This is an optimization exercise on Yosys and OpenROAD, whose aim is small area, not a production implementation.
Only the layout flow was run in this run; the RTL was not checked for function there.
No activity file was given, so power comes from the tool's default toggle rates.

==> design/flow/design.v <==
`default_nettype none
package stats_pkg;
    typedef logic [31:0] stat_value_t;
    typedef logic [7:0]  stat_addr_t;
    typedef logic [31:0] fill_level_t;
    typedef logic [1:0]  action_t;
    localparam action_t ACTION_MATCH   = 2'd1;
    localparam action_t ACTION_NOMATCH = 2'd2;
    typedef struct packed {
        logic    in_valid;
        logic    in_eop;
        logic    out_valid;
        logic    out_eop;
        logic    out_ready;
        logic    rb_update_valid;
        logic    cpu_valid;
        logic    cpu_ready;
        action_t cpu_action;
    } pkt_events_t;
    typedef struct packed {
        stat_value_t in_pkt;
        stat_value_t out_pkt;
        stat_value_t dma_pkt;
        stat_value_t cpu_match_pkt;
        stat_value_t cpu_nomatch_pkt;
        fill_level_t max_fill;
    } counter_set_t;
    typedef struct packed {
        stat_addr_t  addr;
        stat_value_t value;
    } stats_rec_t;
    localparam stat_addr_t REG_IN_PKT          = 8'd0;
    localparam stat_addr_t REG_OUT_PKT         = 8'd1;
    localparam stat_addr_t REG_CTRL            = 8'd2;
    localparam stat_addr_t REG_DMA_PKT         = 8'd3;
    localparam stat_addr_t REG_CPU_MATCH_PKT   = 8'd4;
    localparam stat_addr_t REG_CPU_NOMATCH_PKT = 8'd5;
    localparam stat_addr_t REG_MAX_FILL        = 8'd6;
    localparam int N_SCANNED         = 4;
    localparam int STATS_FIFO_DEPTH  = 16;
    localparam int STATS_TABLE_DEPTH = 16;
    localparam int STATS_SETTLE      = 32;
endpackage
`default_nettype wire
`default_nettype none
package csr_pkg;
    localparam int STATUS_AWIDTH = 30;
    localparam int STAT_AWIDTH   = 4;
    localparam int REG_AWIDTH    = 8;
    typedef logic [STAT_AWIDTH-1:0] region_t;
    localparam region_t TOP_REG = 4'd0;
    typedef struct packed {
        logic [STATUS_AWIDTH-1:0] addr;
        logic                     read;
        logic                     write;
        logic [31:0]              writedata;
    } status_req_t;
    typedef struct packed {
        logic [31:0]            readdata;
        logic                   readdata_valid;
    } status_rsp_t;
endpackage
`default_nettype wire
`default_nettype none
module event_counters (
    input  wire                     clk_status,
    input  wire                     rst,
    input  wire stats_pkg::pkt_events_t events_i,
    input  wire stats_pkg::fill_level_t fill_level_i,
    input  wire                     load_i,
    input  wire stats_pkg::stat_addr_t  load_addr_i,
    input  wire stats_pkg::stat_value_t load_data_i,
    output stats_pkg::counter_set_t counters_o
);
    stats_pkg::counter_set_t cnt_q;
    logic in_hit;
    logic out_hit;
    logic cpu_hit;
    logic match_hit;
    logic nomatch_hit;
    always_comb begin
        in_hit      = events_i.in_valid & events_i.in_eop;
        out_hit     = events_i.out_valid & events_i.out_eop & events_i.out_ready;
        cpu_hit     = events_i.cpu_valid & events_i.cpu_ready;
        match_hit   = cpu_hit & (events_i.cpu_action == stats_pkg::ACTION_MATCH);
        nomatch_hit = cpu_hit & (events_i.cpu_action == stats_pkg::ACTION_NOMATCH);
    end
    always_ff @(posedge clk_status) begin
        if (rst) begin
            cnt_q <= '0;
        end else begin
            if (in_hit) begin
                cnt_q.in_pkt <= cnt_q.in_pkt + 1'b1;
            end
            if (out_hit) begin
                cnt_q.out_pkt <= cnt_q.out_pkt + 1'b1;
            end
            if (events_i.rb_update_valid) begin
                cnt_q.dma_pkt <= cnt_q.dma_pkt + 1'b1;
            end
            if (match_hit) begin
                cnt_q.cpu_match_pkt <= cnt_q.cpu_match_pkt + 1'b1;
            end
            if (nomatch_hit) begin
                cnt_q.cpu_nomatch_pkt <= cnt_q.cpu_nomatch_pkt + 1'b1;
            end
            if (fill_level_i > cnt_q.max_fill) begin
                cnt_q.max_fill <= fill_level_i;
            end
            if (load_i) begin
                case (load_addr_i)
                    stats_pkg::REG_IN_PKT:          cnt_q.in_pkt          <= load_data_i;
                    stats_pkg::REG_OUT_PKT:         cnt_q.out_pkt         <= load_data_i;
                    stats_pkg::REG_DMA_PKT:         cnt_q.dma_pkt         <= load_data_i;
                    stats_pkg::REG_CPU_MATCH_PKT:   cnt_q.cpu_match_pkt   <= load_data_i;
                    stats_pkg::REG_CPU_NOMATCH_PKT: cnt_q.cpu_nomatch_pkt <= load_data_i;
                    stats_pkg::REG_MAX_FILL:        cnt_q.max_fill        <= load_data_i;
                    default: ;
                endcase
            end
        end
    end
    assign counters_o = cnt_q;
endmodule
`default_nettype wire
`default_nettype none
module stats_scanner (
    input  wire                          clk_status,
    input  wire                          rst,
    input  wire stats_pkg::counter_set_t counters_i,
    input  wire                          fifo_full_i,
    output logic                         push_o,
    output stats_pkg::stats_rec_t        rec_o
);
    logic [$clog2(stats_pkg::N_SCANNED)-1:0] slot_q;
    logic                                    run_q;
    assign push_o = run_q & ~fifo_full_i;
    always_ff @(posedge clk_status) begin
        if (rst) begin
            run_q  <= 1'b0;
            slot_q <= '0;
        end else begin
            run_q <= 1'b1;
            if (push_o) begin
                if (slot_q == stats_pkg::N_SCANNED - 1) begin
                    slot_q <= '0;
                end else begin
                    slot_q <= slot_q + 1'b1;
                end
            end
        end
    end
    always_comb begin
        case (slot_q)
            0: begin
                rec_o.addr  = stats_pkg::REG_DMA_PKT;
                rec_o.value = counters_i.dma_pkt;
            end
            1: begin
                rec_o.addr  = stats_pkg::REG_CPU_MATCH_PKT;
                rec_o.value = counters_i.cpu_match_pkt;
            end
            2: begin
                rec_o.addr  = stats_pkg::REG_CPU_NOMATCH_PKT;
                rec_o.value = counters_i.cpu_nomatch_pkt;
            end
            default: begin
                rec_o.addr  = stats_pkg::REG_MAX_FILL;
                rec_o.value = counters_i.max_fill;
            end
        endcase
    end
endmodule
`default_nettype wire
`default_nettype none
module stats_fifo (
    input  wire                        clk_status,
    input  wire                        rst,
    input  wire                        push_i,
    input  wire stats_pkg::stats_rec_t rec_i,
    input  wire                        pop_i,
    output stats_pkg::stats_rec_t      rec_o,
    output logic                       full_o,
    output logic                       empty_o
);
    logic [39:0] mem [stats_pkg::STATS_FIFO_DEPTH];
    logic [$clog2(stats_pkg::STATS_FIFO_DEPTH)-1:0] wr_ptr_q;
    logic [$clog2(stats_pkg::STATS_FIFO_DEPTH)-1:0] rd_ptr_q;
    logic [$clog2(stats_pkg::STATS_FIFO_DEPTH):0]   count_q;
    assign full_o  = (count_q == stats_pkg::STATS_FIFO_DEPTH);
    assign empty_o = (count_q == 0);
    assign rec_o = mem[rd_ptr_q];
    always_ff @(posedge clk_status) begin
        if (push_i) begin
            mem[wr_ptr_q] <= rec_i;
        end
    end
    always_ff @(posedge clk_status) begin
        if (rst) begin
            wr_ptr_q <= '0;
            rd_ptr_q <= '0;
            count_q  <= '0;
        end else begin
            if (push_i) begin
                wr_ptr_q <= wr_ptr_q + 1'b1;
            end
            if (pop_i) begin
                rd_ptr_q <= rd_ptr_q + 1'b1;
            end
            case ({push_i, pop_i})
                2'b10: begin
                    count_q <= count_q + 1'b1;
                end
                2'b01: begin
                    count_q <= count_q - 1'b1;
                end
                default: begin
                    count_q <= count_q;
                end
            endcase
        end
    end
endmodule
`default_nettype wire
`default_nettype none
module stats_table (
    input  wire                         clk_status,
    input  wire                         rst,
    input  wire                         empty_i,
    input  wire stats_pkg::stats_rec_t  rec_i,
    output logic                        pop_o,
    input  wire stats_pkg::stat_addr_t  rd_addr_i,
    output stats_pkg::stat_value_t      rd_data_o
);
    stats_pkg::stat_value_t entry_q [stats_pkg::STATS_TABLE_DEPTH];
    logic wr_hit;
    logic rd_hit;
    assign pop_o = ~empty_i;
    assign wr_hit = pop_o & (rec_i.addr < stats_pkg::STATS_TABLE_DEPTH);
    assign rd_hit = (rd_addr_i < stats_pkg::STATS_TABLE_DEPTH);
    always_ff @(posedge clk_status) begin
        if (rst) begin
            for (int i = 0; i < stats_pkg::STATS_TABLE_DEPTH; i++) begin
                entry_q[i] <= '0;
            end
        end else if (wr_hit) begin
            entry_q[rec_i.addr[$clog2(stats_pkg::STATS_TABLE_DEPTH)-1:0]] <= rec_i.value;
        end
    end
    always_comb begin
        if (rd_hit) begin
            rd_data_o = entry_q[rd_addr_i[$clog2(stats_pkg::STATS_TABLE_DEPTH)-1:0]];
        end else begin
            rd_data_o = '0;
        end
    end
endmodule
`default_nettype wire
`default_nettype none
module status_csr (
    input  wire                          clk_status,
    input  wire                          rst,
    input  wire csr_pkg::status_req_t    req_i,
    input  wire stats_pkg::stat_value_t  in_pkt_i,
    input  wire stats_pkg::stat_value_t  out_pkt_i,
    output stats_pkg::stat_addr_t        table_addr_o,
    output logic                         load_o,
    output stats_pkg::stat_addr_t        load_addr_o,
    output stats_pkg::stat_value_t       load_data_o,
    input  wire stats_pkg::stat_value_t  table_data_i,
    output csr_pkg::status_rsp_t         rsp_o
);
    csr_pkg::status_req_t   req_q;
    csr_pkg::status_rsp_t   rsp_q;
    csr_pkg::region_t       region;
    stats_pkg::stat_addr_t  reg_addr;
    stats_pkg::stat_value_t ctrl_q;
    stats_pkg::stat_value_t rd_mux;
    logic                   top_hit;
    assign region   = req_q.addr[csr_pkg::STATUS_AWIDTH-1 -: csr_pkg::STAT_AWIDTH];
    assign reg_addr = req_q.addr[csr_pkg::REG_AWIDTH-1:0];
    assign top_hit  = (region == csr_pkg::TOP_REG);
    assign table_addr_o = reg_addr;
    assign load_o      = req_q.write & top_hit;
    assign load_addr_o = reg_addr;
    assign load_data_o = req_q.writedata;
    always_comb begin
        case (reg_addr)
            stats_pkg::REG_IN_PKT:  rd_mux = in_pkt_i;
            stats_pkg::REG_OUT_PKT: rd_mux = out_pkt_i;
            stats_pkg::REG_CTRL:    rd_mux = ctrl_q;
            default:                rd_mux = table_data_i;
        endcase
    end
    always_ff @(posedge clk_status) begin
        if (rst) begin
            req_q  <= '0;
            rsp_q  <= '0;
            ctrl_q <= '0;
        end else begin
            req_q <= req_i;
            rsp_q.readdata_valid <= req_q.read & top_hit;
            if (req_q.read & top_hit) begin
                rsp_q.readdata <= rd_mux;
            end
            if (req_q.write & top_hit) begin
                if (reg_addr == stats_pkg::REG_CTRL) begin
                    ctrl_q <= req_q.writedata;
                end else begin
                    ctrl_q <= '0;
                end
            end
        end
    end
    assign rsp_o = rsp_q;
endmodule
`default_nettype wire
`default_nettype none
module stats_top (
    input  wire         clk_status,
    input  wire         rst,
    input  wire         in_valid,
    input  wire         in_eop,
    input  wire         out_valid,
    input  wire         out_eop,
    input  wire         out_ready,
    input  wire         rb_update_valid,
    input  wire         cpu_valid,
    input  wire         cpu_ready,
    input  wire [1:0]   cpu_action,
    input  wire [31:0]  fill_level_i,
    input  wire [29:0]  req_addr,
    input  wire         req_read,
    input  wire         req_write,
    input  wire [31:0]  req_writedata,
    output wire [31:0]  rsp_readdata,
    output wire         rsp_readdata_valid
);
    stats_pkg::pkt_events_t  pkt_events_i;
    csr_pkg::status_req_t    status_req_i;
    csr_pkg::status_rsp_t    status_rsp_o;
    assign pkt_events_i.in_valid        = in_valid;
    assign pkt_events_i.in_eop          = in_eop;
    assign pkt_events_i.out_valid       = out_valid;
    assign pkt_events_i.out_eop         = out_eop;
    assign pkt_events_i.out_ready       = out_ready;
    assign pkt_events_i.rb_update_valid = rb_update_valid;
    assign pkt_events_i.cpu_valid       = cpu_valid;
    assign pkt_events_i.cpu_ready       = cpu_ready;
    assign pkt_events_i.cpu_action      = cpu_action;
    assign status_req_i.addr      = req_addr;
    assign status_req_i.read      = req_read;
    assign status_req_i.write     = req_write;
    assign status_req_i.writedata = req_writedata;
    assign rsp_readdata       = status_rsp_o.readdata;
    assign rsp_readdata_valid = status_rsp_o.readdata_valid;
    stats_pkg::counter_set_t counters;
    logic                    push;
    stats_pkg::stats_rec_t   scan_rec;
    logic                    fifo_full;
    logic                    pop;
    stats_pkg::stats_rec_t   head_rec;
    logic                    fifo_empty;
    stats_pkg::stat_addr_t   table_addr;
    stats_pkg::stat_value_t  table_data;
    logic                    load;
    stats_pkg::stat_addr_t   load_addr;
    stats_pkg::stat_value_t  load_data;
    event_counters event_counters_i (
        .clk_status   (clk_status),
        .rst          (rst),
        .events_i     (pkt_events_i),
        .fill_level_i (fill_level_i),
        .load_i       (load),
        .load_addr_i  (load_addr),
        .load_data_i  (load_data),
        .counters_o   (counters)
    );
    stats_scanner stats_scanner_i (
        .clk_status  (clk_status),
        .rst         (rst),
        .counters_i  (counters),
        .fifo_full_i (fifo_full),
        .push_o      (push),
        .rec_o       (scan_rec)
    );
    stats_fifo stats_fifo_i (
        .clk_status (clk_status),
        .rst        (rst),
        .push_i     (push),
        .rec_i      (scan_rec),
        .pop_i      (pop),
        .rec_o      (head_rec),
        .full_o     (fifo_full),
        .empty_o    (fifo_empty)
    );
    stats_table stats_table_i (
        .clk_status (clk_status),
        .rst        (rst),
        .empty_i    (fifo_empty),
        .rec_i      (head_rec),
        .pop_o      (pop),
        .rd_addr_i  (table_addr),
        .rd_data_o  (table_data)
    );
    status_csr status_csr_i (
        .clk_status   (clk_status),
        .rst          (rst),
        .req_i        (status_req_i),
        .in_pkt_i     (counters.in_pkt),
        .out_pkt_i    (counters.out_pkt),
        .table_addr_o (table_addr),
        .table_data_i (table_data),
        .load_o       (load),
        .load_addr_o  (load_addr),
        .load_data_o  (load_data),
        .rsp_o        (status_rsp_o)
    );
endmodule
`default_nettype wire
==> design/flow/run.sh <==
#!/bin/bash
# synth_recipe.tcl (not shown) runs the flow's synth.tcl, then flattens the netlist and writes it again
# the make line also repeats each setting of config.mk as NAME=value (left out here)
make -C /OpenROAD-flow-scripts/flow DESIGN_CONFIG=/design/flow/config.mk WORK_HOME=/design/flow/orfs CLKGATE_MAP_FILE= SYNTH_SCRIPT=/design/flow/synth_recipe.tcl finish
==> design/flow/config.mk <==
export PLATFORM = sky130hd
export DESIGN_NAME = stats_top
export DESIGN_NICKNAME = stats_top
export VERILOG_FILES = /design/flow/design.v
export SDC_FILE = /design/flow/constraint.sdc
export NUM_CORES = 4
export LEC_CHECK = 0
export CAP_MARGIN = 20
export CORE_MARGIN = 2
export CORE_UTILIZATION = 40
export SLEW_MARGIN = 20
==> design/flow/constraint.sdc <==
create_clock -name core_clock -period 6.0 [get_ports {clk_status}]
set_input_delay 1.2000 -clock core_clock [delete_from_list [all_inputs] [get_ports {clk_status}]]
set_output_delay 1.2000 -clock core_clock [all_outputs]
set_load 0.01 [all_outputs]
==> results.py <==
metrics = {
    "yosys": {
        "synthCells": 3551,
        "yosysSeqAreaShare_pct": 63.6,
        "syn-num-nets": 3712,
        "ys_seq_elements": 1139,
        "synth_edf_count": 816,
        "async_reset_ff_share_pct": 0,
        "synth_warnings": 5,
        "ys_dominant_reg_cell": "edfxtp_1",
        "synth_area_mm2": 0.0487,
        "yosys.cell_types.count": 57,
        "synth.avg_cell_area_um2": 13.7,
    },
    "cts": {
        "cts_sinks": 1139,
        "clock-root-buffer": "clkbuf_16",
        "clock_latency_ns": 0.73,
        "cts_resized": 0,
        "post_cts_buffers": 0,
        "cts_hold_buf": 0,
        "clk_pin_slew_ns": 0.06,
        "cts_made_buffers": 117,
        "cts.htree.levels": 3,
        "cts_tree": "done",
        "clk_path_buf_depth": 3,
    },
    "final_layout": {
        "syn2layout_area_growth_pct": 14.3,
        "drive_above_1_share_pct": 15.1,
        "layout_common_cells": "edfxtp_1 (816), nor2_1 (538), dfxtp_1 (316), mux4_2 (207), a211oi_1 (158)",
        "fillCellCount": 10700,
        "antennaDiodeCount": 0,
        "final_common_cell": "edfxtp_1",
        "finalNonFillerCells": 5361,
        "nets": 3794,
    },
    "route": {
        "drt_first_pass_iters": 6,
        "vias": 30200,
        "wl_per_cell_um": 24.9,
        "vias_per_cell": 5.63,
        "drc_errors": 0,
        "ant_nets": 0,
        "drt_iter0_markers": 3038,
        "routed_wl_um": 134000,
    },
    "placed_design": {
        "dp_hpwl_um": 81500,
        "place.gp.congestion": 0.831,
        "place_inst": 5139,
        "port-buffer-count": 122,
    },
    "timing": {
        "finClkSkew_ns": 0.0450,
        "slew_headroom_pct": 25.9,
        "tns_ns": 0,
        "tightestPinTransition_ns": 1.10,
        "grt_setup_unrepaired": "false",
        "period_needed_ns": 4.22,
        "finalSetupViolCount": 0,
        "max_freq_mhz": 237,
        "timing_hold_violations_final": 0,
        "period_share_pct": 70.4,
        "final_max_slew_viol_count": 0,
    },
    "global_route": {
        "grt_pass1_vias": 30000,
        "antenna_found_initial": 3,
        "grt_pass1_wl_um": 199000,
        "grt_max_degree": 95,
        "grtUsageTotal_pct": 21.2,
        "grt.overflow.total": 0,
    },
    "floorplanning": {
        "fp.coreArea_mm2": 0.121,
        "dieArea_mm2": 0.125,
        "io_pins": 141,
        "die_h_um": 353,
        "initial_core_util_pct": 40.2,
        "fp.dieW_um": 353,
        "rows": 128,
    },
    "critical_path": {
        "r2r_end": "stats_table_i.entry_q[0][26]",
        "reg2reg_slack_ns": 1.78,
        "cp-endpoint": "stats_table_i.entry_q[0][26]",
        "end_kind": "flop",
        "reg2reg_depth": 6,
        "worst-path-max-fanout": 33,
        "crit_chain": "mux4_2, mux4_2, nor3_4, nand2_4, nand2_1, buf_4",
        "slowest_delay_ns": 0.75,
        "worstSetupStartpointType": "flop",
        "worstPathRequired_ns": 6.35,
        "crit_slowest_cell": "dfxtp_4",
        "crit_top_cell": "mux4_2",
        "path_class": "reg -> reg",
        "crit_arrival_ns": 4.58,
    },
    "pwr": {
        "power_density_mw_per_mm2": 360,
        "irDropWorstVdd_uv": 254,
        "leakagePower_uw": 0.0179,
    },
    "outcome": {
        "status": "timing/DRC/antenna clean",
    },
    "min_path": {
        "hp-class": "reg -> reg",
        "hold_start": "stats_fifo_i.rd_ptr_q[1]",
    },
    "flow_run": {
        "maxCapViolCount": 0,
    },
}
[report_power, final]
group | switching (µW) | total [µW] | internal, µW
clock | 3120 | 7190 | 4070
sequential | 297 | 9290 | 8990
combinational | 2150 | 3580 | 1430
[metal layers]
| metal | wire length [µm] | track usage, % | up-vias |
|---|---|---|---|
| met1 | 57900 | 29.1 | 15500 |
| met4 | 3520 | 6.38 | 2 |
| met5 | 11 | 0 | - |
| met3 | 7710 | 3.07 | 169 |
| met2 | 64500 | 35.1 | 903 |
| li1 | - | - | 13700 |
[cell usage after synthesis, drive strengths merged, types with 2 or more instances]
master	count	area [µm²]
xnor2	96	841
or2	2	12.5
nand2b	2	12.5
a21o	2	15.0
o41a	2	22.5
o21a	2	15.0
and2	8	50.1
nand4	44	282
and3	36	225
o21ai	130	651
ha	52	651
nor4	18	119
nor2b	55	344
nor2	551	2070
buf	83	468
or3	5	31.3
mux4	207	4660
o41ai	2	17.5
a222oi	32	320
inv	69	259
a22oi	64	480
clkbuf	166	623
nand2	112	450
nand3b	2	15.0
mux2i	101	1010
mux2	32	360
nor3b	3	22.5
nor3	37	201
and4	18	158
nand3	122	611
a211oi	159	1200
dfxtp	323	6470
a21boi	3	22.5
edfxtp	816	24500
a31oi	33	206
a21oi	19	95.1
o2bb2ai	33	289
and4b	2	20.0
xor2	68	596
o211ai	33	248
[area by class of cell]
class | count | area (µm²) | share of cell area (%)
clock inverters | 54 | 469 | 0.843
well taps | 1625 | 2030 | 3.65
clock buffers | 168 | 3350 | 6.03
multi-input cells | 2094 | 16600 | 29.8
inverters | 69 | 259 | 0.465
repair buffers | 212 | 1950 | 3.51
flip-flops and latches | 1139 | 31000 | 55.7
[logic make-up after synthesis]
kind of cell / Yosys count / share of synthesized area, %
flip-flops: 1139 / 63.6
AND/OR/NAND/NOR: 1019 / 9.52
AO/OA/AOI/OAI: 518 / 7.42
multiplexers: 340 / 12.4
buffers and inverters: 318 / 2.77
XOR/XNOR: 164 / 2.95
adder cells (fa/ha/maj): 53 / 1.38
[state kept, by name (all words and copies together), names as in the netlist, 2 cells and up, named ones only]
name,count
status_csr_i.req_q,46
status_csr_i.ctrl_q,32
event_counters_i.cnt_q,192
stats_table_i.entry_q,256
stats_fifo_i.rd_ptr_q,4
stats_fifo_i.mem,560
status_csr_i.rsp_q,33
stats_fifo_i.count_q,5
stats_scanner_i.slot_q,2
stats_fifo_i.wr_ptr_q,4
[worst min path at each step]
stage,end,slack [ns],cells past startpoint
2_1_floorplan,status_csr_i.rsp_q[0],0.45,1
3_3_place_gp,flop,0.47,2
3_5_place_dp,event_counters_i.cnt_q[19],0.48,2
4_1_cts,event_counters_i.cnt_q[26],0.49,2
5_1_grt,event_counters_i.cnt_q[22],0.51,2
6_report,flop,0.49,2
[critical path: cells and delay by family, from the launching register on]
family,cells,cell delay (ns)
muxes,2,1.10
and+or+nand+nor,3,1.48
buffers and inverters,1,0.47
DFF,1,0.75
[per-stage QoR]
stage	utilization [%]	worst slack [ns]	hold slack, ns	power [µW]	cell area (µm²)
floorplan	-	1.90	0.451	11900	48700
global placement	42.7	1.19	0.466	13000	51800
detailed placement	42.7	1.16	0.478	13000	51800
CTS	45.9	1.71	0.488	20200	55600
global route	45.9	1.55	0.508	20800	55700
finish	45.9	1.78	0.489	20100	55700

## separate check: timing with driven ports
In the flow no input, the clock included, has a driving cell. The finished layout below was timed again as built, in two steps.
Step 1 sets driving cells, clkbuf_16 on the clock port and buf_2 on the other inputs (assumed; they add their load-dependent delay and slew).
Step 2 also shifts input and output timing later by t, the mid clock arrival at the registers, as if the neighbouring blocks saw the same clock.
Three values: ideal ports, drivers, drivers and shift; two values: the first two.
shift t [ns]: 0.784
slack for setup (ns): 1.777 / 1.777 / 1.076
worst hold slack (ns): 0.489 / 0.489 / 0.489
worst setup path at the end: input to register
After both steps this run still meets setup and hold. The setup slack of this run moves by 0.000 ns with the drivers and by -0.701 ns with both steps.
